Source: an optimization exercise on an open RTL-to-GDS flow (aim: small area, a short achievable clock period and few clock cycles per item). Production flows keep margins and buffers that such runs may drop. Function was checked by simulation only, so behaviour that the tests miss may differ from the original.

job 6758:
Design iir_allpole, start of the top module:
module iir_allpole
#(
    parameter int N    = 10,
    parameter int W    = 16,
    parameter int FRAC = 14
) (
    input  logic                clock,
    input  logic                reset,
    input  logic signed [W-1:0] in_data,
    input  logic                in_valid,
    output logic                in_ready,
    input  logic [N-1:0][W-1:0] coef,
    output logic signed [W-1:0] out_data,
    output logic                out_valid,
    input  logic                out_ready,
    output logic                busy,
    output logic                ovf
);
clock: 11.0 ns
lec_check: 0
abc_area: 1
cap_margin: 20
core_margin: 2
core_utilization: 60
slew_margin: 20
synth_hierarchical: 1
standard.sh (not shown) runs the stock make flow with config.mk's settings and CLKGATE_MAP_FILE= SYNTH_SCRIPT=/design/flow/synth_recipe.tcl, a recipe that flattens the netlist after the stock synthesis.
==> flow/flow/run.sh <==
#!/bin/bash
# The standard layout with two changes: the port buffers are the smallest
# plain buffer (buf_1) instead of the delay buffer buffer_ports picks by
# default, and timing repair aims 5.3 ns below the clock period. make's output,
# which includes every tool's, goes to layout.log here; ORFS also keeps each
# step's log under orfs/logs.
set -euo pipefail
bash standard.sh "BUFFER_PORTS_ARGS=-buffer_cell sky130_fd_sc_hd__buf_1" SETUP_SLACK_MARGIN=5.3 finish > layout.log 2>&1
Every stage of the flow completed for job 6758, and the final layout passed the timing, DRC and antenna checks.
Testbench counts of job 6758, summed over its fixed seeds: cycles 3,192, items 3,072.
> inputs changed (job 6758 -> job 9524)
- an added SETUP_SLACK_MARGIN of 5
==> flow/run.sh (new file) <==
#!/bin/bash
# synth_recipe.tcl (not shown) runs the flow's synth.tcl, then flattens the netlist and writes it again
# the make line also repeats each setting of config.mk as NAME=value (left out here)
make -C /OpenROAD-flow-scripts/flow DESIGN_CONFIG=/design/flow/config.mk WORK_HOME=/design/flow/orfs CLKGATE_MAP_FILE= SYNTH_SCRIPT=/design/flow/synth_recipe.tcl finish
removed: flow/flow/run.sh
removed: flow/standard.sh
==> comparison <==
Buffer count excluding the clock tree in the final layout: job 9524 vs job 6758 down about 25%
Relative to job 6758, the number of standard cells in the final layout excluding fillers of job 9524 is lower by 0.84%.
The pin count of the biggest net entering global routing in job 6758 is 0.892 times that in job 9524.
On hold slack, the higher figure sits with job 6758, not job 9524.
For job 9524, the start point of the critical path was out_ready, unlike job 6758, where it was sel0_q[2].
Per the comparison of job 9524 with job 6758, layout overhead on the synthesized area shows no meaningful change.
For job 2664, these inputs were changed with respect to job 9524:
- putting CTS_BUF_LIST at sky130_fd_sc_hd__clkbuf_4 sky130_fd_sc_hd__clkbuf_8 where nothing was set
- clearing SETUP_SLACK_MARGIN, which used to be 5
==> flow/flow/run.sh (new file) <==
#!/bin/bash
# The standard layout with two changes: the port buffers are the smallest
# plain buffer (buf_1) instead of the delay buffer buffer_ports picks by
# default, and timing repair aims 5.7 ns below the clock period. make's output,
# which includes every tool's, goes to layout.log here; ORFS also keeps each
# step's log under orfs/logs.
set -euo pipefail
bash standard.sh "BUFFER_PORTS_ARGS=-buffer_cell sky130_fd_sc_hd__buf_1" SETUP_SLACK_MARGIN=5.7 finish > layout.log 2>&1
==> flow/standard.sh (new file) <==
#!/bin/bash
# synth_recipe.tcl (not shown) runs the flow's synth.tcl, then flattens the netlist and writes it again
# the make line also repeats each setting of config.mk as NAME=value (left out here)
make -C /OpenROAD-flow-scripts/flow DESIGN_CONFIG=/design/flow/config.mk WORK_HOME=/design/flow/orfs CLKGATE_MAP_FILE= SYNTH_SCRIPT=/design/flow/synth_recipe.tcl "${@:-finish}"
removed: flow/run.sh
==> run summary <==
A capturing element of the worst setup path of pc0_q[17] is what job 2664 shows, while in_ready belongs to job 9524. [compare] base=job 9524 new=job 2664: critical path depth rose by 6; number of fill cells in the layout fell by 483; combined area of the multi-input logic cells rose by 5.4%; final cycle utilization of the critical path fell by 2.1 points. Summary — area of placed instances, job 2664 relative to job 9524: lower, by about 1.6%.
Inputs modified between job 2664 and job 1908:
- removing CTS_BUF_LIST (formerly sky130_fd_sc_hd__clkbuf_4 sky130_fd_sc_hd__clkbuf_8)
==> flow/flow/run.sh <==
#!/bin/bash
# The standard layout with two changes: the port buffers are the smallest
# plain buffer (buf_1) instead of the delay buffer buffer_ports picks by
# default, and timing repair aims 5.5 ns below the clock period. make's output,
# which includes every tool's, goes to layout.log here; ORFS also keeps each
# step's log under orfs/logs.
set -euo pipefail
bash standard.sh "BUFFER_PORTS_ARGS=-buffer_cell sky130_fd_sc_hd__buf_1" SETUP_SLACK_MARGIN=5.5 finish > layout.log 2>&1
==> run summary <==
In the metrics for job 1908 and job 2664, the one carrying the higher final area is job 2664. Taking job 2664 as the reference, in job 1908 number of fill cells now larger, global-route met1 utilization shows a reduction of 0.63 points, proportion of cell area occupied by multi-input gates went up 0.53 points. Compared with job 2664, met2 wire length in job 1908 decreased slightly. Via count, job 1908 and job 2664: higher on job 2664. When job 1908 is set beside job 2664, its global-route usage turns out to be 0.60 points smaller. Looking at job 1908 and job 2664, the mean instance size in the synthesized netlist is a wash.

* * *

iir_allpole again, from the RTL that the note above started with.
export LEC_CHECK = 0
export ABC_AREA = 1
export CAP_MARGIN = 20
export CORE_MARGIN = 2
export CORE_UTILIZATION = 60
export SLEW_MARGIN = 20
export SYNTH_HIERARCHICAL = 1
create_clock -name core_clock -period 11.0 [get_ports {clock}]
==> flow/flow/run.sh <==
#!/bin/bash
# The standard layout with two changes: the port buffers are the smallest
# plain buffer (buf_1) instead of the delay buffer buffer_ports picks by
# default, and timing repair aims 5.7 ns below the clock period. make's output,
# which includes every tool's, goes to layout.log here; ORFS also keeps each
# step's log under orfs/logs.
set -euo pipefail
bash standard.sh "BUFFER_PORTS_ARGS=-buffer_cell sky130_fd_sc_hd__buf_1" SETUP_SLACK_MARGIN=5.7 finish > layout.log 2>&1
Testbench counts at the start, summed over its fixed seeds: cycles 3,192, items 3,072.
Edit:
==> flow/flow/run.sh (replaced) <==
#!/bin/bash
# The standard layout with two changes: the port buffers are the smallest
# plain buffer (buf_1) instead of the delay buffer buffer_ports picks by
# default, and timing repair aims 5.4 ns below the clock period. make's output,
# which includes every tool's, goes to layout.log here; ORFS also keeps each
# step's log under orfs/logs.
set -euo pipefail
bash standard.sh "BUFFER_PORTS_ARGS=-buffer_cell sky130_fd_sc_hd__buf_1" SETUP_SLACK_MARGIN=5.4 finish > layout.log 2>&1
Result:
- cell area fell by 6.0%
- via count fell by 2.3%
- setup slack loses 0.039 ns
- synthesized area does not change
- hold slack is about the same
- maximum frequency fell by 0.70%
- die area does not change
- synthesized cell count does not change
- routed wire length drops by about 4%

-- separate check: timing with driven ports --
The flow's constraints put no driver on any port. The routed layouts listed below were extracted and timed again, unchanged, in two steps. Step 1 sets driving cells, clkbuf_16 on the clock port and buf_2 on the other inputs (assumed; they add their load-dependent delay and slew). Step 2 times the ports against the registers' clock, not the clock port: input delays grow and output delays shrink by t, the midpoint of the rising clock arrivals with the driver on. Three values: ideal, step 1, step 2; two values: the first two.
run | t (ns) | setup slack, ns | worst hold slack (ns) | worst setup path at the end | slew at the worst register clock pin (ns)
job 6758 | 0.782 | 5.304 / 5.304 / 5.304 | 0.500 / 0.500 / 0.500 | register to register | 0.07 / 0.07
job 9524 | 0.778 | 5.083 / 5.061 / 5.061 | 0.494 / 0.494 / 0.494 | input to output | 0.07 / 0.07
job 2664 | 0.953 | 5.309 / 5.309 / 5.309 | 0.505 / 0.505 / 0.505 | register to register | 0.09 / 0.09
job 1908 | 0.774 | 5.408 / 5.408 / 5.408 | 0.502 / 0.502 / 0.502 | register to register | 0.07 / 0.07
the first run of note 2 | 0.789 | 5.473 / 5.473 / 5.473 | 0.503 / 0.503 / 0.503 | register to register | 0.07 / 0.07
the second run of note 2 | 0.780 | 5.434 / 5.434 / 5.434 | 0.502 / 0.502 / 0.502 | register to register | 0.07 / 0.07
After both steps setup and hold are still met in every run listed. The setup slack of job 9524, which loses most, moves by -0.022 ns with the drivers and by -0.022 ns with both steps.
